Source: an optimization exercise on an open RTL-to-GDS flow (aim: small area, a short achievable clock period and few clock cycles per item). Production flows keep margins and buffers that such runs may drop.
Where RTL was checked, it was by simulation tests only, not by an equivalence proof against the original.
Only the layout flow was run in run 3; the RTL was not checked for function there.
Power is estimated from default activity; no workload was simulated.

--- design/flow/design.v ---
package output_eval_pkg;
	localparam int DATA_W = 12;
	localparam int INT_BITS = 3;
	localparam int FRAC_BITS = DATA_W - INT_BITS - 1;  
	localparam int NEURONS = 4;  
	localparam int IDX_W = 2;  
	localparam int CNT_W = 8;  
	typedef logic signed [DATA_W-1:0] fxp_t;
	typedef fxp_t [NEURONS-1:0] fxp_vec_t;  
	typedef logic signed [2*DATA_W-1:0] product_t;  
	localparam fxp_t FXP_MAX = {1'b0, {(DATA_W-1){1'b1}}};
	localparam fxp_t FXP_MIN = {1'b1, {(DATA_W-1){1'b0}}};
	localparam fxp_t FXP_NEG_ONE = {{(INT_BITS+1){1'b1}}, {FRAC_BITS{1'b0}}};
	typedef struct packed {
		fxp_vec_t act;  
		fxp_vec_t deriv;  
		logic [NEURONS-1:0] label;  
	} sample_t;
	typedef struct packed {
		logic valid;  
		logic [IDX_W-1:0] idx;  
		fxp_t max_val;  
	} class_t;
	typedef struct packed {
		fxp_vec_t delta;  
		logic [IDX_W-1:0] idx;
		logic correct;  
		logic [CNT_W-1:0] count;  
	} result_t;
	localparam int SAMPLE_W = 2 * NEURONS * DATA_W + NEURONS;  
	localparam int RESULT_W = NEURONS * DATA_W + IDX_W + 1 + CNT_W;  
endpackage
`timescale 1ns/1ps
module fxp_mul (
	input logic [11:0] a_i,  
	input logic y_i,  
	input logic [11:0] d_i,  
	output logic [31:0] t_o  
);
	logic sat;  
	logic [11:8] dec;  
	logic [11:0] ap;  
	logic neg0, one0, two0;
	logic [12:0] pp0;
	logic onel0, twol0;  
	logic neg1, one1, two1;
	logic [12:0] pp1;
	logic onel1, twol1;  
	logic neg2, one2, two2;
	logic [12:0] pp2;
	logic onel2, twol2;  
	logic neg3, one3, two3;
	logic [12:0] pp3;
	logic onel3, twol3;  
	logic neg4, one4, two4;
	logic [12:0] pp4;
	logic onel4, twol4;  
	logic neg5, one5, two5;
	logic [12:0] pp5;
	logic onel5, twol5;  
	logic [12:0] sel5;
	logic [5:0] z5;  
	logic negc5;  
	logic s0, k0;
	logic s1, k1;
	logic s2, k2;
	logic s3, k3;
	logic s4, k4;
	logic s5, k5;
	logic s6, k6;
	logic s7, k7;
	logic s8, k8;
	logic s9, k9;
	logic s10, k10;
	logic s11, k11;
	logic s12, k12;
	logic s13, k13;
	logic s14, k14;
	logic s15, k15;
	logic s16, k16;
	logic s17, k17;
	logic s18, k18;
	logic s19, k19;
	logic s20, k20;
	logic s21, k21;
	logic s22, k22;
	logic s23, k23;
	logic s24, k24;
	logic s25, k25;
	logic s26, k26;
	logic s27, k27;
	logic s28, k28;
	logic s29, k29;
	logic s30, k30;
	logic s31, k31;
	logic s32, k32;
	logic s33, k33;
	logic s34, k34;
	logic s35, k35;
	logic s36, k36;
	logic s37, k37;
	logic s38, k38;
	logic s39, k39;
	logic s40, k40;
	logic s41, k41;
	logic s42, k42;
	logic s43, k43;
	logic s44, k44;
	logic s45, k45;
	logic s46, k46;
	logic s47, k47;
	logic s48, k48;
	logic s49, k49;
	logic s50, k50;
	logic s51, k51;
	logic s52, k52;
	logic s53, k53;
	logic s54, k54;
	logic [7:0] la, lb;
	logic [8:0] lsum;
	assign sat = y_i & a_i[11] & ~a_i[10] & ~a_i[9] & ~a_i[8];
	assign dec[8] = a_i[8] ^ y_i;
	assign dec[9] = a_i[9] ^ (y_i & ~a_i[8]);
	assign dec[10] = a_i[10] ^ (y_i & ~a_i[8] & ~a_i[9]);
	assign dec[11] = a_i[11] ^ (y_i & ~a_i[8] & ~a_i[9] & ~a_i[10]);
	assign ap = {dec[11] | sat, dec[10:8] & {3{~sat}}, a_i[7:0]};
	assign neg0 = d_i[1];
	assign one0 = d_i[0] ^ 1'b0;
	assign two0 = (d_i[1] & ~d_i[0] & ~1'b0) | (~d_i[1] & d_i[0] & 1'b0);
	assign onel0 = one0 & ~sat;
	assign twol0 = two0 & ~sat;
	assign pp0[0] = ((ap[0] & onel0) | (1'b0 & twol0)) ^ neg0;
	assign pp0[1] = ((ap[1] & onel0) | (ap[0] & twol0)) ^ neg0;
	assign pp0[2] = ((ap[2] & onel0) | (ap[1] & twol0)) ^ neg0;
	assign pp0[3] = ((ap[3] & onel0) | (ap[2] & twol0)) ^ neg0;
	assign pp0[4] = ((ap[4] & onel0) | (ap[3] & twol0)) ^ neg0;
	assign pp0[5] = ((ap[5] & onel0) | (ap[4] & twol0)) ^ neg0;
	assign pp0[6] = ((ap[6] & onel0) | (ap[5] & twol0)) ^ neg0;
	assign pp0[7] = ((ap[7] & onel0) | (ap[6] & twol0)) ^ neg0;
	assign pp0[8] = ((ap[8] & one0) | (ap[7] & twol0)) ^ neg0;
	assign pp0[9] = ((ap[9] & one0) | (ap[8] & two0)) ^ neg0;
	assign pp0[10] = ((ap[10] & one0) | (ap[9] & two0)) ^ neg0;
	assign pp0[11] = ((ap[11] & one0) | (ap[10] & two0)) ^ neg0;
	assign pp0[12] = ((ap[11] & one0) | (ap[11] & two0)) ^ neg0;
	assign neg1 = d_i[3];
	assign one1 = d_i[2] ^ d_i[1];
	assign two1 = (d_i[3] & ~d_i[2] & ~d_i[1]) | (~d_i[3] & d_i[2] & d_i[1]);
	assign onel1 = one1 & ~sat;
	assign twol1 = two1 & ~sat;
	assign pp1[0] = ((ap[0] & onel1) | (1'b0 & twol1)) ^ neg1;
	assign pp1[1] = ((ap[1] & onel1) | (ap[0] & twol1)) ^ neg1;
	assign pp1[2] = ((ap[2] & onel1) | (ap[1] & twol1)) ^ neg1;
	assign pp1[3] = ((ap[3] & onel1) | (ap[2] & twol1)) ^ neg1;
	assign pp1[4] = ((ap[4] & onel1) | (ap[3] & twol1)) ^ neg1;
	assign pp1[5] = ((ap[5] & onel1) | (ap[4] & twol1)) ^ neg1;
	assign pp1[6] = ((ap[6] & onel1) | (ap[5] & twol1)) ^ neg1;
	assign pp1[7] = ((ap[7] & onel1) | (ap[6] & twol1)) ^ neg1;
	assign pp1[8] = ((ap[8] & one1) | (ap[7] & twol1)) ^ neg1;
	assign pp1[9] = ((ap[9] & one1) | (ap[8] & two1)) ^ neg1;
	assign pp1[10] = ((ap[10] & one1) | (ap[9] & two1)) ^ neg1;
	assign pp1[11] = ((ap[11] & one1) | (ap[10] & two1)) ^ neg1;
	assign pp1[12] = ((ap[11] & one1) | (ap[11] & two1)) ^ neg1;
	assign neg2 = d_i[5];
	assign one2 = d_i[4] ^ d_i[3];
	assign two2 = (d_i[5] & ~d_i[4] & ~d_i[3]) | (~d_i[5] & d_i[4] & d_i[3]);
	assign onel2 = one2 & ~sat;
	assign twol2 = two2 & ~sat;
	assign pp2[0] = ((ap[0] & onel2) | (1'b0 & twol2)) ^ neg2;
	assign pp2[1] = ((ap[1] & onel2) | (ap[0] & twol2)) ^ neg2;
	assign pp2[2] = ((ap[2] & onel2) | (ap[1] & twol2)) ^ neg2;
	assign pp2[3] = ((ap[3] & onel2) | (ap[2] & twol2)) ^ neg2;
	assign pp2[4] = ((ap[4] & onel2) | (ap[3] & twol2)) ^ neg2;
	assign pp2[5] = ((ap[5] & onel2) | (ap[4] & twol2)) ^ neg2;
	assign pp2[6] = ((ap[6] & onel2) | (ap[5] & twol2)) ^ neg2;
	assign pp2[7] = ((ap[7] & onel2) | (ap[6] & twol2)) ^ neg2;
	assign pp2[8] = ((ap[8] & one2) | (ap[7] & twol2)) ^ neg2;
	assign pp2[9] = ((ap[9] & one2) | (ap[8] & two2)) ^ neg2;
	assign pp2[10] = ((ap[10] & one2) | (ap[9] & two2)) ^ neg2;
	assign pp2[11] = ((ap[11] & one2) | (ap[10] & two2)) ^ neg2;
	assign pp2[12] = ((ap[11] & one2) | (ap[11] & two2)) ^ neg2;
	assign neg3 = d_i[7];
	assign one3 = d_i[6] ^ d_i[5];
	assign two3 = (d_i[7] & ~d_i[6] & ~d_i[5]) | (~d_i[7] & d_i[6] & d_i[5]);
	assign onel3 = one3 & ~sat;
	assign twol3 = two3 & ~sat;
	assign pp3[0] = ((ap[0] & onel3) | (1'b0 & twol3)) ^ neg3;
	assign pp3[1] = ((ap[1] & onel3) | (ap[0] & twol3)) ^ neg3;
	assign pp3[2] = ((ap[2] & onel3) | (ap[1] & twol3)) ^ neg3;
	assign pp3[3] = ((ap[3] & onel3) | (ap[2] & twol3)) ^ neg3;
	assign pp3[4] = ((ap[4] & onel3) | (ap[3] & twol3)) ^ neg3;
	assign pp3[5] = ((ap[5] & onel3) | (ap[4] & twol3)) ^ neg3;
	assign pp3[6] = ((ap[6] & onel3) | (ap[5] & twol3)) ^ neg3;
	assign pp3[7] = ((ap[7] & onel3) | (ap[6] & twol3)) ^ neg3;
	assign pp3[8] = ((ap[8] & one3) | (ap[7] & twol3)) ^ neg3;
	assign pp3[9] = ((ap[9] & one3) | (ap[8] & two3)) ^ neg3;
	assign pp3[10] = ((ap[10] & one3) | (ap[9] & two3)) ^ neg3;
	assign pp3[11] = ((ap[11] & one3) | (ap[10] & two3)) ^ neg3;
	assign pp3[12] = ((ap[11] & one3) | (ap[11] & two3)) ^ neg3;
	assign neg4 = d_i[9];
	assign one4 = d_i[8] ^ d_i[7];
	assign two4 = (d_i[9] & ~d_i[8] & ~d_i[7]) | (~d_i[9] & d_i[8] & d_i[7]);
	assign onel4 = one4 & ~sat;
	assign twol4 = two4 & ~sat;
	assign pp4[0] = ((ap[0] & onel4) | (1'b0 & twol4)) ^ neg4;
	assign pp4[1] = ((ap[1] & onel4) | (ap[0] & twol4)) ^ neg4;
	assign pp4[2] = ((ap[2] & onel4) | (ap[1] & twol4)) ^ neg4;
	assign pp4[3] = ((ap[3] & onel4) | (ap[2] & twol4)) ^ neg4;
	assign pp4[4] = ((ap[4] & onel4) | (ap[3] & twol4)) ^ neg4;
	assign pp4[5] = ((ap[5] & onel4) | (ap[4] & twol4)) ^ neg4;
	assign pp4[6] = ((ap[6] & onel4) | (ap[5] & twol4)) ^ neg4;
	assign pp4[7] = ((ap[7] & onel4) | (ap[6] & twol4)) ^ neg4;
	assign pp4[8] = ((ap[8] & one4) | (ap[7] & twol4)) ^ neg4;
	assign pp4[9] = ((ap[9] & one4) | (ap[8] & two4)) ^ neg4;
	assign pp4[10] = ((ap[10] & one4) | (ap[9] & two4)) ^ neg4;
	assign pp4[11] = ((ap[11] & one4) | (ap[10] & two4)) ^ neg4;
	assign pp4[12] = ((ap[11] & one4) | (ap[11] & two4)) ^ neg4;
	assign neg5 = d_i[11];
	assign one5 = d_i[10] ^ d_i[9];
	assign two5 = (d_i[11] & ~d_i[10] & ~d_i[9]) | (~d_i[11] & d_i[10] & d_i[9]);
	assign onel5 = one5 & ~sat;
	assign twol5 = two5 & ~sat;
	assign z5[0] = 1'b1;
	assign sel5[0] = (ap[0] & onel5) | (1'b0 & twol5);
	assign z5[1] = (~onel5 | (~ap[0])) & (~twol5 | (1'b1));
	assign pp5[0] = sel5[0] ^ (neg5 & ~z5[0]);
	assign sel5[1] = (ap[1] & onel5) | (ap[0] & twol5);
	assign z5[2] = (~onel5 | (~ap[0] & ~ap[1])) & (~twol5 | (~ap[0]));
	assign pp5[1] = sel5[1] ^ (neg5 & ~z5[1]);
	assign sel5[2] = (ap[2] & onel5) | (ap[1] & twol5);
	assign z5[3] = (~onel5 | (~ap[0] & ~ap[1] & ~ap[2])) & (~twol5 | (~ap[0] & ~ap[1]));
	assign pp5[2] = sel5[2] ^ (neg5 & ~z5[2]);
	assign sel5[3] = (ap[3] & onel5) | (ap[2] & twol5);
	assign z5[4] = (~onel5 | (~ap[0] & ~ap[1] & ~ap[2] & ~ap[3])) & (~twol5 | (~ap[0] & ~ap[1] & ~ap[2]));
	assign pp5[3] = sel5[3] ^ (neg5 & ~z5[3]);
	assign sel5[4] = (ap[4] & onel5) | (ap[3] & twol5);
	assign z5[5] = (~onel5 | (~ap[0] & ~ap[1] & ~ap[2] & ~ap[3] & ~ap[4])) & (~twol5 | (~ap[0] & ~ap[1] & ~ap[2] & ~ap[3]));
	assign pp5[4] = sel5[4] ^ (neg5 & ~z5[4]);
	assign sel5[5] = (ap[5] & onel5) | (ap[4] & twol5);
	assign pp5[5] = sel5[5] ^ neg5;
	assign sel5[6] = (ap[6] & onel5) | (ap[5] & twol5);
	assign pp5[6] = sel5[6] ^ neg5;
	assign sel5[7] = (ap[7] & onel5) | (ap[6] & twol5);
	assign pp5[7] = sel5[7] ^ neg5;
	assign sel5[8] = (ap[8] & one5) | (ap[7] & twol5);
	assign pp5[8] = sel5[8] ^ neg5;
	assign sel5[9] = (ap[9] & one5) | (ap[8] & two5);
	assign pp5[9] = sel5[9] ^ neg5;
	assign sel5[10] = (ap[10] & one5) | (ap[9] & two5);
	assign pp5[10] = sel5[10] ^ neg5;
	assign sel5[11] = (ap[11] & one5) | (ap[10] & two5);
	assign pp5[11] = sel5[11] ^ neg5;
	assign sel5[12] = (ap[11] & one5) | (ap[11] & two5);
	assign pp5[12] = sel5[12] ^ neg5;
	assign negc5 = neg5 & z5[5];
	assign s0 = pp0[6] ^ pp1[4];
	assign k0 = pp0[6] & pp1[4];
	assign s1 = pp0[7] ^ pp1[5] ^ pp2[3];
	assign k1 = (pp0[7] & pp1[5]) | (pp2[3] & (pp0[7] ^ pp1[5]));
	assign s2 = pp0[8] ^ pp1[6] ^ pp2[4];
	assign k2 = (pp0[8] & pp1[6]) | (pp2[4] & (pp0[8] ^ pp1[6]));
	assign s3 = pp3[2] ^ pp4[0];
	assign k3 = pp3[2] & pp4[0];
	assign s4 = pp0[9] ^ pp1[7] ^ pp2[5];
	assign k4 = (pp0[9] & pp1[7]) | (pp2[5] & (pp0[9] ^ pp1[7]));
	assign s5 = pp3[3] ^ pp4[1];
	assign k5 = pp3[3] & pp4[1];
	assign s6 = pp0[10] ^ pp1[8] ^ pp2[6];
	assign k6 = (pp0[10] & pp1[8]) | (pp2[6] & (pp0[10] ^ pp1[8]));
	assign s7 = pp3[4] ^ pp4[2] ^ pp5[0];
	assign k7 = (pp3[4] & pp4[2]) | (pp5[0] & (pp3[4] ^ pp4[2]));
	assign s8 = pp0[11] ^ pp1[9] ^ pp2[7];
	assign k8 = (pp0[11] & pp1[9]) | (pp2[7] & (pp0[11] ^ pp1[9]));
	assign s9 = pp3[5] ^ pp4[3] ^ pp5[1];
	assign k9 = (pp3[5] & pp4[3]) | (pp5[1] & (pp3[5] ^ pp4[3]));
	assign s10 = pp1[10] ^ pp2[8] ^ pp3[6];
	assign k10 = (pp1[10] & pp2[8]) | (pp3[6] & (pp1[10] ^ pp2[8]));
	assign s11 = pp4[4] ^ pp5[2] ^ pp0[12];
	assign k11 = (pp4[4] & pp5[2]) | (pp0[12] & (pp4[4] ^ pp5[2]));
	assign s12 = pp2[9] ^ pp3[7] ^ pp4[5];
	assign k12 = (pp2[9] & pp3[7]) | (pp4[5] & (pp2[9] ^ pp3[7]));
	assign s13 = pp5[3] ^ ~pp0[12] ^ ~pp1[11];
	assign k13 = (pp5[3] & ~pp0[12]) | (~pp1[11] & (pp5[3] ^ ~pp0[12]));
	assign s14 = ~pp1[12] ^ pp2[10] ^ pp3[8];
	assign k14 = (~pp1[12] & pp2[10]) | (pp3[8] & (~pp1[12] ^ pp2[10]));
	assign s15 = pp4[6] ^ pp5[4] ^ pp1[11];
	assign k15 = (pp4[6] & pp5[4]) | (pp1[11] & (pp4[6] ^ pp5[4]));
	assign s16 = pp2[11] ^ pp3[9] ^ pp4[7];
	assign k16 = (pp2[11] & pp3[9]) | (pp4[7] & (pp2[11] ^ pp3[9]));
	assign s17 = pp5[5] ^ negc5 ^ 1'b1;
	assign k17 = (pp5[5] & negc5) | (1'b1 & (pp5[5] ^ negc5));
	assign s18 = ~pp2[12] ^ pp3[10] ^ pp4[8];
	assign k18 = (~pp2[12] & pp3[10]) | (pp4[8] & (~pp2[12] ^ pp3[10]));
	assign s19 = pp3[11] ^ pp4[9];
	assign k19 = pp3[11] & pp4[9];
	assign s20 = pp0[4] ^ pp1[2];
	assign k20 = pp0[4] & pp1[2];
	assign s21 = pp0[5] ^ pp1[3];
	assign k21 = pp0[5] & pp1[3];
	assign s22 = pp2[2] ^ pp3[0] ^ neg3;
	assign k22 = (pp2[2] & pp3[0]) | (neg3 & (pp2[2] ^ pp3[0]));
	assign s23 = pp3[1] ^ 1'b1 ^ s1;
	assign k23 = (pp3[1] & 1'b1) | (s1 & (pp3[1] ^ 1'b1));
	assign s24 = neg4 ^ s2 ^ s3;
	assign k24 = (neg4 & s2) | (s3 & (neg4 ^ s2));
	assign s25 = s4 ^ s5 ^ k2;
	assign k25 = (s4 & s5) | (k2 & (s4 ^ s5));
	assign s26 = s6 ^ s7 ^ k4;
	assign k26 = (s6 & s7) | (k4 & (s6 ^ s7));
	assign s27 = s8 ^ s9 ^ k6;
	assign k27 = (s8 & s9) | (k6 & (s8 ^ s9));
	assign s28 = s10 ^ s11 ^ k8;
	assign k28 = (s10 & s11) | (k8 & (s10 ^ s11));
	assign s29 = s12 ^ s13 ^ k10;
	assign k29 = (s12 & s13) | (k10 & (s12 ^ s13));
	assign s30 = s14 ^ s15 ^ k12;
	assign k30 = (s14 & s15) | (k12 & (s14 ^ s15));
	assign s31 = s16 ^ s17 ^ k14;
	assign k31 = (s16 & s17) | (k14 & (s16 ^ s17));
	assign s32 = pp5[6] ^ s18 ^ k16;
	assign k32 = (pp5[6] & s18) | (k16 & (pp5[6] ^ s18));
	assign s33 = pp5[7] ^ 1'b1 ^ s19;
	assign k33 = (pp5[7] & 1'b1) | (s19 & (pp5[7] ^ 1'b1));
	assign s34 = ~pp3[12] ^ pp4[10] ^ pp5[8];
	assign k34 = (~pp3[12] & pp4[10]) | (pp5[8] & (~pp3[12] ^ pp4[10]));
	assign s35 = pp0[2] ^ pp1[0];
	assign k35 = pp0[2] & pp1[0];
	assign s36 = pp0[3] ^ pp1[1];
	assign k36 = pp0[3] & pp1[1];
	assign s37 = pp2[0] ^ neg2 ^ s20;
	assign k37 = (pp2[0] & neg2) | (s20 & (pp2[0] ^ neg2));
	assign s38 = pp2[1] ^ s21 ^ k20;
	assign k38 = (pp2[1] & s21) | (k20 & (pp2[1] ^ s21));
	assign s39 = s0 ^ s22 ^ k21;
	assign k39 = (s0 & s22) | (k21 & (s0 ^ s22));
	assign s40 = k0 ^ s23 ^ k22;
	assign k40 = (k0 & s23) | (k22 & (k0 ^ s23));
	assign s41 = k1 ^ s24 ^ k23;
	assign k41 = (k1 & s24) | (k23 & (k1 ^ s24));
	assign s42 = k3 ^ s25 ^ k24;
	assign k42 = (k3 & s25) | (k24 & (k3 ^ s25));
	assign s43 = k5 ^ s26 ^ k25;
	assign k43 = (k5 & s26) | (k25 & (k5 ^ s26));
	assign s44 = k7 ^ s27 ^ k26;
	assign k44 = (k7 & s27) | (k26 & (k7 ^ s27));
	assign s45 = k9 ^ s28 ^ k27;
	assign k45 = (k9 & s28) | (k27 & (k9 ^ s28));
	assign s46 = k11 ^ s29 ^ k28;
	assign k46 = (k11 & s29) | (k28 & (k11 ^ s29));
	assign s47 = k13 ^ s30 ^ k29;
	assign k47 = (k13 & s30) | (k29 & (k13 ^ s30));
	assign s48 = k15 ^ s31 ^ k30;
	assign k48 = (k15 & s31) | (k30 & (k15 ^ s31));
	assign s49 = k17 ^ s32 ^ k31;
	assign k49 = (k17 & s32) | (k31 & (k17 ^ s32));
	assign s50 = k18 ^ s33 ^ k32;
	assign k50 = (k18 & s33) | (k32 & (k18 ^ s33));
	assign s51 = k19 ^ s34 ^ k33;
	assign k51 = (k19 & s34) | (k33 & (k19 ^ s34));
	assign s52 = pp4[11] ^ pp5[9] ^ k34;
	assign k52 = (pp4[11] & pp5[9]) | (k34 & (pp4[11] ^ pp5[9]));
	assign s53 = ~pp4[12] ^ pp5[10] ^ 1'b1;
	assign k53 = (~pp4[12] & pp5[10]) | (1'b1 & (~pp4[12] ^ pp5[10]));
	assign s54 = pp5[11] ^ 1'b1;
	assign k54 = pp5[11] & 1'b1;
	assign la[0] = pp0[0];
	assign lb[0] = neg0;
	assign la[1] = pp0[1];
	assign lb[1] = 1'b0;
	assign la[2] = neg1;
	assign lb[2] = s35;
	assign la[3] = s36;
	assign lb[3] = k35;
	assign la[4] = s37;
	assign lb[4] = k36;
	assign la[5] = s38;
	assign lb[5] = k37;
	assign la[6] = s39;
	assign lb[6] = k38;
	assign la[7] = s40;
	assign lb[7] = k39;
	assign lsum = la + lb;
	assign t_o[0] = s41;  
	assign t_o[1] = k40;  
	assign t_o[2] = s42;  
	assign t_o[3] = k41;  
	assign t_o[4] = s43;  
	assign t_o[5] = k42;  
	assign t_o[6] = s44;  
	assign t_o[7] = k43;  
	assign t_o[8] = s45;  
	assign t_o[9] = k44;  
	assign t_o[10] = s46;  
	assign t_o[11] = k45;  
	assign t_o[12] = s47;  
	assign t_o[13] = k46;  
	assign t_o[14] = s48;  
	assign t_o[15] = k47;  
	assign t_o[16] = s49;  
	assign t_o[17] = k48;  
	assign t_o[18] = s50;  
	assign t_o[19] = k49;  
	assign t_o[20] = s51;  
	assign t_o[21] = k50;  
	assign t_o[22] = s52;  
	assign t_o[23] = k51;  
	assign t_o[24] = s53;  
	assign t_o[25] = k52;  
	assign t_o[26] = s54;  
	assign t_o[27] = k53;  
	assign t_o[28] = ~pp5[12];  
	assign t_o[29] = k54;  
	assign t_o[30] = 1'b1;  
	assign t_o[31] = lsum[8];  
endmodule
module fxp_mul_round (
	input logic [31:0] t_i,
	output logic [11:0] p_o
);
	logic [15:0] ra, rb, q;
	assign ra[0] = t_i[0];
	assign rb[0] = t_i[1];
	assign ra[1] = t_i[2];
	assign rb[1] = t_i[3];
	assign ra[2] = t_i[4];
	assign rb[2] = t_i[5];
	assign ra[3] = t_i[6];
	assign rb[3] = t_i[7];
	assign ra[4] = t_i[8];
	assign rb[4] = t_i[9];
	assign ra[5] = t_i[10];
	assign rb[5] = t_i[11];
	assign ra[6] = t_i[12];
	assign rb[6] = t_i[13];
	assign ra[7] = t_i[14];
	assign rb[7] = t_i[15];
	assign ra[8] = t_i[16];
	assign rb[8] = t_i[17];
	assign ra[9] = t_i[18];
	assign rb[9] = t_i[19];
	assign ra[10] = t_i[20];
	assign rb[10] = t_i[21];
	assign ra[11] = t_i[22];
	assign rb[11] = t_i[23];
	assign ra[12] = t_i[24];
	assign rb[12] = t_i[25];
	assign ra[13] = t_i[26];
	assign rb[13] = t_i[27];
	assign ra[14] = t_i[28];
	assign rb[14] = t_i[29];
	assign ra[15] = t_i[30];
	assign rb[15] = 1'b0;
	logic [16:0] qc;  
	assign qc = {ra, t_i[31]} + {rb, t_i[31]};
	assign q = qc[16:1];
	assign p_o = (q[15:12] == 4'b0000) ? {~q[11], q[10:0]} :
		(q[15] ? 12'h800 : 12'h7ff);
endmodule
`timescale 1ns/1ps
module output_eval_top (
	input logic clk,
	input logic reset,
	input logic wb_cyc_i,
	input logic wb_stb_i,
	input logic wb_we_i,
	input logic [99:0] wb_dat_i,
	output logic [58:0] wb_dat_o,
	output logic wb_ack_o
);
	localparam int TB = 32;  
	logic wr;  
	logic rd;  
	logic held_q;  
	logic [7:0] count_q;
	logic [1:0] idx_q;
	logic correct_q;
	logic [4*TB-1:0] t_q;  
	logic [4*TB-1:0] t_d;
	logic [47:0] delta;
	logic signed [11:0] act [4];  
	logic [3:0] win;  
	logic [1:0] idx_d;
	logic hit;
	assign wr = wb_cyc_i && wb_stb_i && wb_we_i;
	assign rd = wb_cyc_i && wb_stb_i && !wb_we_i && held_q;
	assign wb_ack_o = wr || rd;
	for (genvar g = 0; g < 4; g++) begin : g_neuron
		assign act[g] = wb_dat_i[52 + 12*g +: 12];
		fxp_mul u_mul (
			.a_i(act[g]),
			.y_i(wb_dat_i[g]),
			.d_i(wb_dat_i[4 + 12*g +: 12]),
			.t_o(t_d[TB*g +: TB])
		);
		fxp_mul_round u_round (
			.t_i(t_q[TB*g +: TB]),
			.p_o(delta[12*g +: 12])
		);
	end
	logic ge01, ge02, ge03, ge12, ge13, ge23;
	assign ge01 = act[0] >= act[1];
	assign ge02 = act[0] >= act[2];
	assign ge03 = act[0] >= act[3];
	assign ge12 = act[1] >= act[2];
	assign ge13 = act[1] >= act[3];
	assign ge23 = act[2] >= act[3];
	assign win[0] = ge01 && ge02 && ge03;
	assign win[1] = !ge01 && ge12 && ge13;
	assign win[2] = !ge02 && !ge12 && ge23;
	assign win[3] = !ge03 && !ge13 && !ge23;
	assign idx_d = {win[2] || win[3], win[1] || win[3]};
	assign hit = |(win & wb_dat_i[3:0]);
	always_ff @(posedge clk or posedge reset) begin
		if (reset) begin
			held_q <= 1'b0;
		end else if (wr) begin
			held_q <= 1'b1;
		end
	end
	always_ff @(posedge clk or posedge reset) begin
		if (reset) begin
			count_q <= '0;
		end else if (wr && hit) begin
			count_q <= count_q + 8'd1;
		end
	end
	always_ff @(posedge clk) begin
		if (wr) begin
			t_q <= t_d;
			idx_q <= idx_d;
			correct_q <= hit;
		end
	end
	assign wb_dat_o = {delta, idx_q, correct_q, count_q};
endmodule
--- design/flow/flow/run.sh ---
#!/bin/bash
set -euo pipefail
export BUFFER_PORTS_ARGS="-buffer_cell sky130_fd_sc_hd__buf_2"
bash standard.sh > standard.log 2>&1
--- design/flow/standard.sh ---
#!/bin/bash
# synth_recipe.tcl (not shown) runs the flow's synth.tcl, then flattens the netlist and writes it again
# the make line also repeats each setting of config.mk as NAME=value (left out here)
make -C /OpenROAD-flow-scripts/flow DESIGN_CONFIG=/design/flow/config.mk WORK_HOME=/design/flow/orfs CLKGATE_MAP_FILE= SYNTH_SCRIPT=/design/flow/synth_recipe.tcl "${@:-finish}"
--- design/flow/config.mk ---
export PLATFORM = sky130hd
export DESIGN_NAME = output_eval_top
export DESIGN_NICKNAME = output_eval_top
export VERILOG_FILES = /design/flow/design.v
export SDC_FILE = /design/flow/constraint.sdc
export NUM_CORES = 4
export LEC_CHECK = 0
export ABC_AREA = 1
export CAP_MARGIN = 20
export CORE_MARGIN = 2
export CORE_UTILIZATION = 60
export CTS_BUF_LIST = sky130_fd_sc_hd__clkbuf_4 sky130_fd_sc_hd__clkbuf_8
export SETUP_SLACK_MARGIN = 3.0
export SLEW_MARGIN = 20
--- design/flow/constraint.sdc ---
create_clock -name core_clock -period 7.5 [get_ports {clk}]
set_input_delay 1.5000 -clock core_clock [delete_from_list [all_inputs] [get_ports {clk}]]
set_output_delay 1.5000 -clock core_clock [all_outputs]
set_load 0.01 [all_outputs]
==> results of run 1 <==
[final cells by class]
| cell class | count | area (um^2) |
|---|---|---|
| Tap cell | 461 | 577 |
| Inverter | 440 | 1710 |
| Sequential cell | 136 | 4040 |
| Timing Repair Buffer | 207 | 1230 |
| Clock buffer | 17 | 234 |
| Clock inverter | 15 | 184 |
| Fill cell | 3041 | 11200 |
| Antenna cell | 8 | 20.0 |
| Multi-Input combinational cell | 1996 | 16200 |
[critical path, cell delays in order, from the launching register on]
cell,delay [ps]
edfxtp_1,380
inv_1,120
fa_2,380
o21ai_2,200
nand2_1,90
nand2_2,110
inv_2,60
o21ai_4,210
a31oi_4,130
nor2_4,270
nand2_8,140
o21ai_4,220
buf_6,130
[sequential cells by signal (all words and copies together) (netlist names)]
name / count
held_q: 1
t_q: 124
correct_q: 1
count_q: 8
idx_q: 2
[synth_stat cells, types with 3 or more instances]
library cell | n | area, um^2
xor2_1 | 291 | 2550
buf_4 | 6 | 45.0
edfxtp_1 | 127 | 3810
inv_2 | 22 | 82.6
ha_1 | 217 | 2720
xnor2_1 | 40 | 350
buf_6 | 4 | 45.0
a21oi_1 | 102 | 510
a211oi_1 | 11 | 82.6
nor2_1 | 173 | 649
o21ai_4 | 3 | 48.8
or2_1 | 3 | 18.8
o21bai_1 | 10 | 75.1
or4_1 | 3 | 22.5
o211ai_1 | 12 | 90.1
nand4_1 | 19 | 119
inv_1 | 389 | 1460
nor2_2 | 5 | 31.3
nand3_2 | 8 | 80.1
fa_1 | 164 | 3280
a22o_1 | 8 | 70.1
o22ai_1 | 214 | 1340
nand2_1 | 415 | 1560
and2_1 | 4 | 25.0
o21ai_0 | 104 | 521
dfrtp_1 | 9 | 225
o21a_1 | 11 | 82.6
nand3b_1 | 5 | 37.5
clkbuf_1 | 45 | 169
buf_2 | 22 | 110
nand2_2 | 9 | 56.3
nor3_1 | 8 | 40.0
clkinv_1 | 27 | 101
a21o_1 | 8 | 60.1
nand3_1 | 83 | 415
o21ai_1 | 21 | 105
o21ai_2 | 16 | 140
[metrics by stage]
stage,std cells,hold WS (ps),util [%],power [W],setup WS [ps]
6_report,3280,459,68.4,0.00545,3040
3_3_place_gp,3194,444,64.2,0.00440,2390
3_5_place_dp,3194,442,64.2,0.00454,2340
5_1_grt,3279,485,68.4,0.00604,2910
4_1_cts,3232,463,66.0,0.00529,3000
2_1_floorplan,2646,423,-,0.00370,2960
[report_power, final]
group	internal, W	switching (W)	total, W	leakage (nW)
combinational	0.00143	0.00213	0.00356	10.0
sequential	0.00115	0.0000582	0.00121	1.28
clock	0.000355	0.000314	0.000669	0.199
[cells by family (layout without fill, tap and decap cells)]
| logic type | count (synthesis) | after routing | synth area share (%) |
|---|---|---|---|
| xor gates and xnor gates | 331 | 331 | 13.6 |
| other | 0 | 8 | 0 |
| buffers and inverters | 519 | 679 | 9.51 |
| DFF | 136 | 136 | 18.9 |
| adders and majority gates | 381 | 381 | 28.1 |
| and+or+nand+nor | 741 | 746 | 14.5 |
| AOI/OAI and AO/OA | 538 | 538 | 15.4 |
[cells in the final DEF, fill, tap and decap left out, drive strengths merged, types with 8 or more instances in the layout]
master and count:
a211oi 11, a21o 8, a21oi 104, a22o 8
buf 198, clkbuf 26, clkinv 36, dfrtp 9
diode 8, edfxtp 127, fa 164, ha 217
inv 410, nand2 429, nand3 91, nand4 20
nor2 178, nor3 9, o211ai 12, o21a 11
o21ai 144, o21bai 10, o22ai 215, xnor2 40
xor2 291
[worst paths after layout]
path                            cells past startpoint       start            to  slack, ps
worst min register to register                      2      held_q        held_q        460
min in group asynchronous                           2       reset    count_q[2]        930
worst max register to register                      6  count_q[0]    count_q[6]       6200
worst min-delay path                                2      held_q        held_q        460
max in group asynchronous                           2       reset    count_q[5]       6310
worst max-delay path                               12    t_q[127]  wb_dat_o[47]       3040
[repair_timing]
item / CTS / global route
gates cloned: 2 / 4
buffers inserted: 4 / 36
setup endpoints to repair: 51 / 103
resized for setup: 35 / 131
hold buffers: 0 / 0
pin swaps: 9 / 42
[metal layers]
layer / GRT usage, % / up-vias / wire [um] / part of all wire (%)
li1: - / 9128 / - / -
met1: 43.7 / 9143 / 25500 / 43
met4: 11.7 / 2 / 1750 / 2.9
met3: 3.93 / 121 / 3970 / 6.7
met5: 0 / - / 12 / 0.020
met2: 52.3 / 805 / 28300 / 48
==> results.sh, run 1 <==
export IMPL_drtPass1Iterations=5
export IMPL_critPathMaxFanout=7
export IMPL_clkLatencyLatePin_ps=520
export IMPL_fin_crit_ps=4460
export IMPL_portBuffers=164
export IMPL_track_usage_pct=32.0
export IMPL_area_growth_pct=13.1
export IMPL_synth_edf_count=127
export IMPL_setup_viol=0
export IMPL_synth_area_um2=21400
export IMPL_stdcell_area_um2=24100
export IMPL_core_um2=35300
export IMPL_die_area_um2=37100
export IMPL_rows=69
export IMPL_gp_congestion=0.960
export IMPL_start_util_pct=60.5
export IMPL_die_x_um=193
export IMPL_tritoncts="done"
export IMPL_ys_warn_count=3
export IMPL_cts_path_max_buffers=2
export IMPL_hold_viol_final=0
export IMPL_ioPinCount=165
export IMPL_status="no timing/DRC/antenna violations"
export IMPL_wirelength_um=59600
export IMPL_critPathArrivalTime_ps=2960
export IMPL_path_clk_slew_ps=80
export IMPL_post_route_period_util_pct=59.5
export IMPL_start_kind="register"
export IMPL_ir_drop_mv=0.176
export IMPL_cts_max_level=4
export IMPL_grt_max_degree=71
export IMPL_async_reset_ff_share_pct=6.62
export IMPL_min_path_type="register to register"
export IMPL_p_per_area_nw_per_um2=225
export IMPL_worst_clock_skew_ps=5.80
export IMPL_vias=19199
export IMPL_setup_tns_ps=0
export IMPL_avgSynthCellArea_um2=8.07
export IMPL_synthDistinctLibCells=57
export IMPL_syn_inst=2646
export IMPL_critPathCaptureType="primary output"
export IMPL_overflow=0
export IMPL_drc=0
export IMPL_maxSlewViolCount=0
export IMPL_ys_seq_area_share_pct=18.9
export IMPL_tightest_slew_ps=917
export IMPL_slew_headroom_pct=38.9
export IMPL_leakagePower_nw=11.5
export IMPL_grt_pass1_wl_um=92800
export IMPL_rsz0062_at_grt="yes"
export IMPL_maxCapViolations=0
export IMPL_syn_nets=3132
export IMPL_required_ps=6000
export IMPL_antenna_found_initial=8
export IMPL_numCtsBuffers=17
export IMPL_critical_path_class="register to primary output"
export IMPL_wl_per_cell_um=18.2
export IMPL_postPlaceCellArea_um2=22700
export IMPL_ant_nets=0
export IMPL_hpwl_um=46400
export IMPL_max_freq_mhz=224
export IMPL_drtIter0Drc=1409
export IMPL_grt_pass1_vias=18111
export IMPL_clock_sinks=136
export IMPL_cts_root_buf="clkbuf_8"
export IMPL_die_h_um=193
export IMPL_ys_flop_type="edfxtp_1"
export IMPL_via_per_inst=5.85
export IMPL_synth_seq_cells=136
export IMPL_fin_nets=3284
export IMPL_layout_drive_gt1_share_pct=16.4
Testbench counts, summed over its fixed seeds: cycles 6,400, items 3,200.
==> inputs of run 2 (changes only) <==
--- a/design/flow/config.mk
+++ b/design/flow/config.mk
@@ -10,4 +10,3 @@
 export CORE_MARGIN = 2
-export CORE_UTILIZATION = 60
-export CTS_BUF_LIST = sky130_fd_sc_hd__clkbuf_4 sky130_fd_sc_hd__clkbuf_8
+export CORE_UTILIZATION = 40
 export SETUP_SLACK_MARGIN = 3.0
==> run 2 against run 1 <==
Net effect: combinational power decreased by 2%; die area increased by 49%; cell count increased by 7.3%.
==> results.sh, run 2 <==
export IMPL_status="no timing/DRC/antenna violations"
export IMPL_final_cell_mix="385 x nand2_1, 379 x inv_1, 286 x xor2_1, 201 x o22ai_1, 201 x ha_1"
export IMPL_ant_nets=0
export IMPL_track_usage_pct=22.1
export IMPL_die_h_um=235
export IMPL_syn_nets=3132
export IMPL_ys_warn_count=3
export IMPL_area_growth_pct=15.2
export IMPL_hold_viol_final=0
export IMPL_synth_area_um2=21400
export IMPL_stdcell_area_um2=24600
export IMPL_antenna_found_initial=11
export IMPL_reg2reg_from="count_q[0]"
export IMPL_tightest_slew_ps=1010
export IMPL_cp_num_buf_inv=4
export IMPL_nFillCells=5147
export IMPL_min_path_type="register to register"
export IMPL_reg2reg_slack_ps=6190
export IMPL_start_util_pct=40.6
export IMPL_cts_max_level=4
export IMPL_path_clk_slew_ps=60
export IMPL_fin_nets=3295
export IMPL_wl_per_cell_um=17.7
export IMPL_synthDistinctLibCells=57
export IMPL_die_area_um2=55300
export IMPL_rsz0062_at_grt="yes"
export IMPL_tritoncts="done"
export IMPL_hpwl_um=49700
export IMPL_async_reset_ff_share_pct=6.62
export IMPL_holdBufCountCts=0
export IMPL_grt_pass1_vias=18062
export IMPL_core_um2=52700
export IMPL_start_kind="input pin"
export IMPL_setup_viol=0
export IMPL_maxSlewViolCount=0
export IMPL_via_per_inst=5.36
export IMPL_clock_sinks=136
export IMPL_ys_flop_type="edfxtp_1"
export IMPL_yosysTopAreaCellShare_pct=17.9
export IMPL_yosysTopAreaCell="edfxtp_1"
export IMPL_critical_path_class="input pin to register"
export IMPL_cpLargestDelayFamily="adder cells"
export IMPL_mostFrequentLayoutCell="nand2_1"
export IMPL_syn_inst=2646
export IMPL_portBuffers=164
export IMPL_slew_headroom_pct=32.5
export IMPL_post_route_period_util_pct=58.7
export IMPL_critPathMaxStageDelay_ps=500
export IMPL_fin_crit_ps=4400
export IMPL_die_x_um=235
export IMPL_overflow=0
export IMPL_cts_root_buf="clkbuf_16"
export IMPL_crit_start="wb_dat_i[60]"
export IMPL_numCtsBuffers=17
export IMPL_setup_tns_ps=0
export IMPL_cp_depth=14
export IMPL_clkLatencyLatePin_ps=460
export IMPL_vias=18846
export IMPL_synth_seq_cells=136
export IMPL_regArea_um2=4040
export IMPL_synth_edf_count=127
export IMPL_top_regs="t_q x124, count_q x8, idx_q x2"
export IMPL_top_register="t_q"
export IMPL_largest_reg_flops=124
export IMPL_grt_max_degree=75
export IMPL_critPathArrivalTime_ps=4610
export IMPL_required_ps=7700
export IMPL_cts_path_max_buffers=2
export IMPL_leakagePower_nw=11.6
export IMPL_drc=0
export IMPL_layout_drive_gt1_share_pct=17.1
export IMPL_p_total_w=0.00553
export IMPL_grt_pass1_wl_um=97500
export IMPL_ff2ff_path_depth=6
export IMPL_p_per_area_nw_per_um2=225
export IMPL_postPlaceCellArea_um2=23000
export IMPL_avgSynthCellArea_um2=8.07
export IMPL_worst_clock_skew_ps=2.43
export IMPL_max_freq_mhz=227
export IMPL_critPathMaxFanout=10
export IMPL_rows=84
export IMPL_ioPinCount=165
export IMPL_worst_path_max_delay_cell="fa_1"
export IMPL_drtPass1Iterations=6
export IMPL_ys_top_cells_by_count="415 x nand2_1, 389 x inv_1, 291 x xor2_1, 217 x ha_1, 214 x o22ai_1"
export IMPL_crit_chain="clkbuf_4, inv_1, ha_1, ha_2, ha_4, xnor2_2, nand2_4, a22o_1, xor2_2, fa_1, inv_1, fa_1, inv_1, fa_1"
export IMPL_ir_drop_mv=0.180
export IMPL_synthTopCellsByArea="edfxtp_1 18%, fa_1 15%, ha_1 13%, xor2_1 12%, nand2_1 7.3%"
export IMPL_maxCapViolations=0
export IMPL_critPathCaptureType="register"
export IMPL_crit_end="t_q[12]"
export IMPL_ys_seq_area_share_pct=18.9
export IMPL_multi_input_area_um2=16100
export IMPL_synth_most_common_cell="nand2_1"
export IMPL_r2r_end="count_q[6]"
export IMPL_drtIter0Drc=1262
export IMPL_wirelength_um=62400
export IMPL_gp_congestion=0.987
==> run 2: cell counts after synthesis <==
Identical to the previous run, type by type.
==> run 2: logic make-up after synthesis <==
family	count (synthesis)	share of synthesized area, %
and+or+nand+nor	741	14.5
adders and majority gates	381	28.1
buffers and inverters	519	9.51
DFF	136	18.9
xor gates and xnor gates	331	13.6
AOI/OAI and AO/OA	538	15.4
==> run 2: repair_timing <==
action | CTS | global route
endpoints found under the setup margin | 70 | 108
gates resized for setup | 36 | 152
cloned | 0 | 3
buffers inserted | 9 | 45
pin swaps | 5 | 30
==> run 2: worst min-delay path by stage <==
stage          startpoint  endpoint  slack [ps]  depth (start not counted)
2_1_floorplan      held_q    held_q         420                          2
3_3_place_gp       held_q    held_q         450                          2
3_5_place_dp       held_q    held_q         450                          2
4_1_cts            held_q    held_q         470                          2
5_1_grt            held_q    held_q         510                          2
6_report           held_q    held_q         460                          2
==> run 2: worst register-to-register path, stage by stage (launching register included) <==
cell     delay (ps)
dfrtp_1         420
ha_1            200
nand3_1         120
nor2_1          140
xor2_1          160
nand3_1          90
nand2_1         110
==> run 2: layer usage <==
layer  GRT usage, %  vias up  part of all wire (%)
met3           3.14       89                   5.4
met1           29.7     8970                    45
li1               -     9169                     -
met2           36.6      618                    47
met5              0        -                     0
met4           7.19        0                   2.5
==> run 2: final cells by class <==
cell class / count / share of cell area, %
antenna: 10 / 0.102
clock buffer: 18 / 1.74
clock inverter: 13 / 0.534
inverter: 440 / 7.00
multi-input combinational: 1994 / 65.4
sequential: 136 / 16.4
tap: 688 / 3.50
timing repair buffer: 220 / 5.28
==> run 2: power breakdown <==
group / leakage (nW) / internal (W) / switching (W)
sequential: 1.28 / 0.00115 / 0.0000573
combinational: 10.1 / 0.00140 / 0.00210
clock: 0.255 / 0.000482 / 0.000342
==> run 2: per-stage QoR <==
step	hold slack (ps)	cells	setup slack, ps	util (%)
CTS	470	3461	3000	45.0
global route	506	3514	2910	46.7
finish	461	3519	3100	46.7
detailed placement	454	3421	2290	43.6
global placement	449	3421	2380	43.6
floorplan	423	2646	2960	-
==> inputs of run 3 (changes only) <==
--- a/design/flow/design.v
+++ b/design/flow/design.v
@@ -119,3 +119,30 @@
 	logic [7:0] la, lb;
-	logic [8:0] lsum;
+	logic [8:0] lg, lp;  
+	logic lG0_1;
+	logic lP0_1;
+	logic lG0_3;
+	logic lP0_3;
+	logic lG0_5;
+	logic lP0_5;
+	logic lG0_7;
+	logic lP0_7;
+	logic lG1_2;
+	logic lP1_2;
+	logic lG1_3;
+	logic lP1_3;
+	logic lG1_6;
+	logic lP1_6;
+	logic lG1_7;
+	logic lP1_7;
+	logic lG2_4;
+	logic lP2_4;
+	logic lG2_5;
+	logic lP2_5;
+	logic lG2_6;
+	logic lP2_6;
+	logic lG2_7;
+	logic lP2_7;
+	logic lG3_8;
+	logic lP3_8;
+	logic [8:0] lsum;  
 	assign sat = y_i & a_i[11] & ~a_i[10] & ~a_i[9] & ~a_i[8];
@@ -380,3 +407,47 @@
 	assign lb[7] = k39;
-	assign lsum = la + lb;
+	assign lg[0] = 1'b0;
+	assign lp[0] = 1'b0;
+	assign lg[1] = la[0] & lb[0];
+	assign lp[1] = la[0] ^ lb[0];
+	assign lg[2] = la[1] & lb[1];
+	assign lp[2] = la[1] ^ lb[1];
+	assign lg[3] = la[2] & lb[2];
+	assign lp[3] = la[2] ^ lb[2];
+	assign lg[4] = la[3] & lb[3];
+	assign lp[4] = la[3] ^ lb[3];
+	assign lg[5] = la[4] & lb[4];
+	assign lp[5] = la[4] ^ lb[4];
+	assign lg[6] = la[5] & lb[5];
+	assign lp[6] = la[5] ^ lb[5];
+	assign lg[7] = la[6] & lb[6];
+	assign lp[7] = la[6] ^ lb[6];
+	assign lg[8] = la[7] & lb[7];
+	assign lp[8] = la[7] ^ lb[7];
+	assign lG0_1 = lg[1] | (lp[1] & lg[0]);
+	assign lP0_1 = lp[1] & lp[0];
+	assign lG0_3 = lg[3] | (lp[3] & lg[2]);
+	assign lP0_3 = lp[3] & lp[2];
+	assign lG0_5 = lg[5] | (lp[5] & lg[4]);
+	assign lP0_5 = lp[5] & lp[4];
+	assign lG0_7 = lg[7] | (lp[7] & lg[6]);
+	assign lP0_7 = lp[7] & lp[6];
+	assign lG1_2 = lg[2] | (lp[2] & lG0_1);
+	assign lP1_2 = lp[2] & lP0_1;
+	assign lG1_3 = lG0_3 | (lP0_3 & lG0_1);
+	assign lP1_3 = lP0_3 & lP0_1;
+	assign lG1_6 = lg[6] | (lp[6] & lG0_5);
+	assign lP1_6 = lp[6] & lP0_5;
+	assign lG1_7 = lG0_7 | (lP0_7 & lG0_5);
+	assign lP1_7 = lP0_7 & lP0_5;
+	assign lG2_4 = lg[4] | (lp[4] & lG1_3);
+	assign lP2_4 = lp[4] & lP1_3;
+	assign lG2_5 = lG0_5 | (lP0_5 & lG1_3);
+	assign lP2_5 = lP0_5 & lP1_3;
+	assign lG2_6 = lG1_6 | (lP1_6 & lG1_3);
+	assign lP2_6 = lP1_6 & lP1_3;
+	assign lG2_7 = lG1_7 | (lP1_7 & lG1_3);
+	assign lP2_7 = lP1_7 & lP1_3;
+	assign lG3_8 = lg[8] | (lp[8] & lG2_7);
+	assign lP3_8 = lp[8] & lP2_7;
+	assign lsum[8] = lG3_8;
 	assign t_o[0] = s41;  
@@ -451,5 +522,185 @@
 	assign rb[15] = 1'b0;
-	logic [16:0] qc;  
-	assign qc = {ra, t_i[31]} + {rb, t_i[31]};
-	assign q = qc[16:1];
+	logic [16:0] qg, qp;  
+	logic qG0_1;
+	logic qP0_1;
+	logic qG0_3;
+	logic qP0_3;
+	logic qG0_5;
+	logic qP0_5;
+	logic qG0_7;
+	logic qP0_7;
+	logic qG0_9;
+	logic qP0_9;
+	logic qG0_11;
+	logic qP0_11;
+	logic qG0_13;
+	logic qP0_13;
+	logic qG0_15;
+	logic qP0_15;
+	logic qG1_2;
+	logic qP1_2;
+	logic qG1_3;
+	logic qP1_3;
+	logic qG1_6;
+	logic qP1_6;
+	logic qG1_7;
+	logic qP1_7;
+	logic qG1_10;
+	logic qP1_10;
+	logic qG1_11;
+	logic qP1_11;
+	logic qG1_14;
+	logic qP1_14;
+	logic qG1_15;
+	logic qP1_15;
+	logic qG2_4;
+	logic qP2_4;
+	logic qG2_5;
+	logic qP2_5;
+	logic qG2_6;
+	logic qP2_6;
+	logic qG2_7;
+	logic qP2_7;
+	logic qG2_12;
+	logic qP2_12;
+	logic qG2_13;
+	logic qP2_13;
+	logic qG2_14;
+	logic qP2_14;
+	logic qG2_15;
+	logic qP2_15;
+	logic qG3_8;
+	logic qP3_8;
+	logic qG3_9;
+	logic qP3_9;
+	logic qG3_10;
+	logic qP3_10;
+	logic qG3_11;
+	logic qP3_11;
+	logic qG3_12;
+	logic qP3_12;
+	logic qG3_13;
+	logic qP3_13;
+	logic qG3_14;
+	logic qP3_14;
+	logic qG3_15;
+	logic qP3_15;
+	logic qG4_16;
+	logic qP4_16;
+	assign qg[0] = t_i[31];
+	assign qp[0] = 1'b0;
+	assign qg[1] = ra[0] & rb[0];
+	assign qp[1] = ra[0] ^ rb[0];
+	assign qg[2] = ra[1] & rb[1];
+	assign qp[2] = ra[1] ^ rb[1];
+	assign qg[3] = ra[2] & rb[2];
+	assign qp[3] = ra[2] ^ rb[2];
+	assign qg[4] = ra[3] & rb[3];
+	assign qp[4] = ra[3] ^ rb[3];
+	assign qg[5] = ra[4] & rb[4];
+	assign qp[5] = ra[4] ^ rb[4];
+	assign qg[6] = ra[5] & rb[5];
+	assign qp[6] = ra[5] ^ rb[5];
+	assign qg[7] = ra[6] & rb[6];
+	assign qp[7] = ra[6] ^ rb[6];
+	assign qg[8] = ra[7] & rb[7];
+	assign qp[8] = ra[7] ^ rb[7];
+	assign qg[9] = ra[8] & rb[8];
+	assign qp[9] = ra[8] ^ rb[8];
+	assign qg[10] = ra[9] & rb[9];
+	assign qp[10] = ra[9] ^ rb[9];
+	assign qg[11] = ra[10] & rb[10];
+	assign qp[11] = ra[10] ^ rb[10];
+	assign qg[12] = ra[11] & rb[11];
+	assign qp[12] = ra[11] ^ rb[11];
+	assign qg[13] = ra[12] & rb[12];
+	assign qp[13] = ra[12] ^ rb[12];
+	assign qg[14] = ra[13] & rb[13];
+	assign qp[14] = ra[13] ^ rb[13];
+	assign qg[15] = ra[14] & rb[14];
+	assign qp[15] = ra[14] ^ rb[14];
+	assign qg[16] = ra[15] & rb[15];
+	assign qp[16] = ra[15] ^ rb[15];
+	assign qG0_1 = qg[1] | (qp[1] & qg[0]);
+	assign qP0_1 = qp[1] & qp[0];
+	assign qG0_3 = qg[3] | (qp[3] & qg[2]);
+	assign qP0_3 = qp[3] & qp[2];
+	assign qG0_5 = qg[5] | (qp[5] & qg[4]);
+	assign qP0_5 = qp[5] & qp[4];
+	assign qG0_7 = qg[7] | (qp[7] & qg[6]);
+	assign qP0_7 = qp[7] & qp[6];
+	assign qG0_9 = qg[9] | (qp[9] & qg[8]);
+	assign qP0_9 = qp[9] & qp[8];
+	assign qG0_11 = qg[11] | (qp[11] & qg[10]);
+	assign qP0_11 = qp[11] & qp[10];
+	assign qG0_13 = qg[13] | (qp[13] & qg[12]);
+	assign qP0_13 = qp[13] & qp[12];
+	assign qG0_15 = qg[15] | (qp[15] & qg[14]);
+	assign qP0_15 = qp[15] & qp[14];
+	assign qG1_2 = qg[2] | (qp[2] & qG0_1);
+	assign qP1_2 = qp[2] & qP0_1;
+	assign qG1_3 = qG0_3 | (qP0_3 & qG0_1);
+	assign qP1_3 = qP0_3 & qP0_1;
+	assign qG1_6 = qg[6] | (qp[6] & qG0_5);
+	assign qP1_6 = qp[6] & qP0_5;
+	assign qG1_7 = qG0_7 | (qP0_7 & qG0_5);
+	assign qP1_7 = qP0_7 & qP0_5;
+	assign qG1_10 = qg[10] | (qp[10] & qG0_9);
+	assign qP1_10 = qp[10] & qP0_9;
+	assign qG1_11 = qG0_11 | (qP0_11 & qG0_9);
+	assign qP1_11 = qP0_11 & qP0_9;
+	assign qG1_14 = qg[14] | (qp[14] & qG0_13);
+	assign qP1_14 = qp[14] & qP0_13;
+	assign qG1_15 = qG0_15 | (qP0_15 & qG0_13);
+	assign qP1_15 = qP0_15 & qP0_13;
+	assign qG2_4 = qg[4] | (qp[4] & qG1_3);
+	assign qP2_4 = qp[4] & qP1_3;
+	assign qG2_5 = qG0_5 | (qP0_5 & qG1_3);
+	assign qP2_5 = qP0_5 & qP1_3;
+	assign qG2_6 = qG1_6 | (qP1_6 & qG1_3);
+	assign qP2_6 = qP1_6 & qP1_3;
+	assign qG2_7 = qG1_7 | (qP1_7 & qG1_3);
+	assign qP2_7 = qP1_7 & qP1_3;
+	assign qG2_12 = qg[12] | (qp[12] & qG1_11);
+	assign qP2_12 = qp[12] & qP1_11;
+	assign qG2_13 = qG0_13 | (qP0_13 & qG1_11);
+	assign qP2_13 = qP0_13 & qP1_11;
+	assign qG2_14 = qG1_14 | (qP1_14 & qG1_11);
+	assign qP2_14 = qP1_14 & qP1_11;
+	assign qG2_15 = qG1_15 | (qP1_15 & qG1_11);
+	assign qP2_15 = qP1_15 & qP1_11;
+	assign qG3_8 = qg[8] | (qp[8] & qG2_7);
+	assign qP3_8 = qp[8] & qP2_7;
+	assign qG3_9 = qG0_9 | (qP0_9 & qG2_7);
+	assign qP3_9 = qP0_9 & qP2_7;
+	assign qG3_10 = qG1_10 | (qP1_10 & qG2_7);
+	assign qP3_10 = qP1_10 & qP2_7;
+	assign qG3_11 = qG1_11 | (qP1_11 & qG2_7);
+	assign qP3_11 = qP1_11 & qP2_7;
+	assign qG3_12 = qG2_12 | (qP2_12 & qG2_7);
+	assign qP3_12 = qP2_12 & qP2_7;
+	assign qG3_13 = qG2_13 | (qP2_13 & qG2_7);
+	assign qP3_13 = qP2_13 & qP2_7;
+	assign qG3_14 = qG2_14 | (qP2_14 & qG2_7);
+	assign qP3_14 = qP2_14 & qP2_7;
+	assign qG3_15 = qG2_15 | (qP2_15 & qG2_7);
+	assign qP3_15 = qP2_15 & qP2_7;
+	assign qG4_16 = qg[16] | (qp[16] & qG3_15);
+	assign qP4_16 = qp[16] & qP3_15;
+	assign q[0] = qp[1] ^ qg[0];
+	assign q[1] = qp[2] ^ qG0_1;
+	assign q[2] = qp[3] ^ qG1_2;
+	assign q[3] = qp[4] ^ qG1_3;
+	assign q[4] = qp[5] ^ qG2_4;
+	assign q[5] = qp[6] ^ qG2_5;
+	assign q[6] = qp[7] ^ qG2_6;
+	assign q[7] = qp[8] ^ qG2_7;
+	assign q[8] = qp[9] ^ qG3_8;
+	assign q[9] = qp[10] ^ qG3_9;
+	assign q[10] = qp[11] ^ qG3_10;
+	assign q[11] = qp[12] ^ qG3_11;
+	assign q[12] = qp[13] ^ qG3_12;
+	assign q[13] = qp[14] ^ qG3_13;
+	assign q[14] = qp[15] ^ qG3_14;
+	assign q[15] = qp[16] ^ qG3_15;
 	assign p_o = (q[15:12] == 4'b0000) ? {~q[11], q[10:0]} :
--- a/design/flow/config.mk
+++ b/design/flow/config.mk
@@ -11,2 +11,3 @@
 export CORE_UTILIZATION = 40
+export CTS_BUF_LIST = sky130_fd_sc_hd__clkbuf_4 sky130_fd_sc_hd__clkbuf_8
 export SETUP_SLACK_MARGIN = 3.0
==> run 3 against run 2 <==
Net effect: clock-buffer cell count is 1 higher; worst setup slack worse by 34 ps; fmax is 0.77% lower.
==> results.sh, run 3 <==
export IMPL_status="no timing/DRC/antenna violations"
export IMPL_start_util_pct=40.5
export IMPL_tritoncts="done"
export IMPL_fin_crit_ps=4440
export IMPL_synth_seq_cells=136
export IMPL_portBuffers=164
export IMPL_yosysTopAreaCell="edfxtp_1"
export IMPL_postPlaceCellArea_um2=22800
export IMPL_synth_edf_count=127
export IMPL_p_per_area_nw_per_um2=220
export IMPL_mostFrequentLayoutCell="inv_1"
export IMPL_maxSlewViolCount=0
export IMPL_track_usage_pct=21.7
export IMPL_leakagePower_nw=11.8
export IMPL_grt_pass1_vias=18060
export IMPL_syn_nets=3092
export IMPL_async_reset_ff_share_pct=6.62
export IMPL_reg2reg_from="count_q[2]"
export IMPL_cts_max_level=4
export IMPL_tightest_slew_ps=779
export IMPL_syn_inst=2598
export IMPL_path_clk_slew_ps=90
export IMPL_ys_seq_area_share_pct=19.0
export IMPL_ys_top_cells_by_count="457 x inv_1, 388 x nand2_1, 287 x xor2_1, 213 x ha_1, 204 x o22ai_1"
export IMPL_ioPinCount=165
export IMPL_critPathMaxFanout=11
export IMPL_drtPass1Iterations=6
export IMPL_yosysTopAreaCellShare_pct=17.9
export IMPL_cts_path_max_buffers=2
export IMPL_ys_flop_type="edfxtp_1"
export IMPL_synthDistinctLibCells=50
export IMPL_layout_drive_gt1_share_pct=17.2
export IMPL_die_x_um=235
export IMPL_holdPathStages=2
export IMPL_top_register="t_q"
export IMPL_wirelength_um=60300
export IMPL_ir_drop_mv=0.103
export IMPL_vias=18163
export IMPL_synthTopCellsByArea="edfxtp_1 18%, fa_1 17%, ha_1 13%, xor2_1 12%, inv_1 8.1%"
export IMPL_overflow=0
export IMPL_post_route_period_util_pct=59.2
export IMPL_max_freq_mhz=225
export IMPL_area_growth_pct=13.4
export IMPL_numCtsBuffers=17
export IMPL_finish_utilization_pct=45.9
export IMPL_fin_ws_ps=3060
export IMPL_largest_reg_flops=124
export IMPL_post_place_ws_ps=2260
export IMPL_synth_most_common_cell="inv_1"
export IMPL_drc=0
export IMPL_rsz0062_at_grt="yes"
export IMPL_ant_nets=0
export IMPL_core_um2=52600
export IMPL_gp_congestion=0.941
export IMPL_ff2ff_path_depth=5
export IMPL_stdcell_area_um2=24100
export IMPL_die_h_um=235
export IMPL_hold_slack_ps=497
export IMPL_top_regs="t_q x124, count_q x8, idx_q x2"
export IMPL_cts_root_buf="clkbuf_8"
export IMPL_final_cell_mix="442 x inv_1, 361 x nand2_1, 285 x xor2_1, 201 x o22ai_1, 200 x ha_1"
export IMPL_min_to="held_q"
export IMPL_wl_per_cell_um=17.5
export IMPL_critPathCaptureType="register"
export IMPL_hpwl_um=47500
export IMPL_clock_sinks=136
export IMPL_required_ps=7800
export IMPL_drtIter0Drc=1126
export IMPL_synth_area_um2=21300
export IMPL_fin_nets=3243
export IMPL_setup_viol=0
export IMPL_start_kind="input pin"
export IMPL_grt_max_degree=81
export IMPL_via_per_inst=5.26
export IMPL_r2r_end="count_q[7]"
export IMPL_grt_pass1_wl_um=95200
export IMPL_ys_warn_count=3
export IMPL_critical_path_class="input pin to register"
export IMPL_min_path_type="register to register"
export IMPL_setup_tns_ps=0
export IMPL_reg2reg_slack_ps=6330
export IMPL_slew_headroom_pct=48.0
export IMPL_antenna_found_initial=8
export IMPL_rows=84
export IMPL_die_area_um2=55100
export IMPL_avgSynthCellArea_um2=8.19
export IMPL_maxCapViolations=0
export IMPL_worst_clock_skew_ps=6.90
export IMPL_hold_viol_final=0
export IMPL_worstHoldStart="held_q"
export IMPL_clkLatencyLatePin_ps=550
export IMPL_critPathArrivalTime_ps=4740
==> run 3: cell count changes in the layout (fill, tap and decap cells not counted), sizes merged, moves of 12 or more <==
cell   change
inv       +73
o21ai     -38
nand3     +30
nor2      -30
a21oi     -28
xnor2     -17
buf       -13
fa        +12
==> run 3: cell families (layout without fill, tap and decap cells) <==
| kind of cell | count (synthesis) | after routing | share of synthesized area [%] |
|---|---|---|---|
| flip-flops | 136 | 136 | 19.0 |
| adder cells (fa/ha/maj) | 389 | 389 | 29.1 |
| AND/OR/NAND/NOR | 728 | 731 | 15.4 |
| AO/OA/AOI/OAI | 447 | 447 | 12.7 |
| buffers and inverters | 584 | 745 | 10.9 |
| XOR/XNOR | 310 | 310 | 12.8 |
| other | 0 | 5 | 0 |
| multiplexers | 4 | 4 | 0.188 |
==> run 3: cell type report <==
class	instances	area (um^2)
fill	5160	28400
multi-input combinational	1881	15600
sequential	136	4040
inverter	504	1930
timing repair buffer	209	1280
tap	688	861
clock buffer	19	255
clock inverter	13	146
antenna	5	12.5
==> run 3: timing repair <==
action / in CTS / in global routing
hold buffers: 0 / 0
resized for setup: 26 / 113
setup endpoints to repair: 59 / 96
setup buffers: 19 / 20
pin swaps: 11 / 29
gates cloned: 4 / 3
==> run 3: worst max-delay path by stage <==
stage,startpoint,to,slack [ps],cells past startpoint
final,wb_dat_i[84],t_q[76],3060,16
after CTS,wb_dat_i[97],t_q[127],3000,15
after floorplan,wb_dat_i[60],t_q[6],2940,17
after global placement,wb_dat_i[73],t_q[36],2280,16
after detailed placement,wb_dat_i[73],t_q[42],2260,16
after global routing,wb_dat_i[29],t_q[95],2930,18
==> run 3: where the power goes <==
group	total [W]	internal [W]	switching [W]
clock	0.000648	0.000309	0.000339
combinational	0.00345	0.00141	0.00204
sequential	0.00122	0.00116	0.0000610
total	0.00531	0.00288	0.00244
==> run 3: metal layers <==
layer	up-vias	routed length, um	GRT usage [%]
met5	-	23	0
met4	4	1840	8.90
met3	96	2650	3.22
met2	470	29400	36.8
met1	8770	26400	27.7
li1	8823	-	-
==> run 3: critical path, stage by stage <==
cell and delay, ps:
buf_2 170, inv_4 90, ha_4 170, ha_4 150
ha_4 150, xnor2_2 120, nand2_2 180, inv_2 160
o21ai_2 180, xor2_1 300, inv_1 90, fa_1 480
inv_1 50, fa_1 470, inv_1 50, fa_1 410
==> run 3: through the flow <==
| step | power, W | std cells |
|---|---|---|
| after floorplan | 0.00365 | 2598 |
| after global placement | 0.00438 | 3372 |
| after detailed placement | 0.00447 | 3372 |
| after CTS | 0.00527 | 3427 |
| after global routing | 0.00595 | 3454 |
| final | 0.00531 | 3455 |

==> port drivers added, routing unchanged <==
No port has a modelled driver above. Below, the same layouts with a new extraction and two added sets of constraints. Step 1, drivers: a clkbuf_16 drives clk and a buf_2 each remaining input, both assumed. Step 2 moves the port delays by t, midway between the first and last clock arrival at a register: inputs arrive t later, outputs are due t later. That takes back most of the time a late clock gives input paths. a / b / c = ideal ports / drivers / drivers and shift; a / b = the first two.
| run | t, ns | setup WS [ns] | worst setup path at the end |
|---|---|---|---|
| run 1 | 0.560 | 3.039 / 2.989 / 2.462 | input to register |
| run 2 | 0.514 | 3.096 / 3.038 / 2.524 | input to register |
| run 3 | 0.601 | 3.062 / 3.075 / 2.474 | input to register |
After both steps every run listed still meets setup and hold. The setup slack of run 3, which loses most, moves by +0.013 ns with the drivers and by -0.588 ns with both steps.
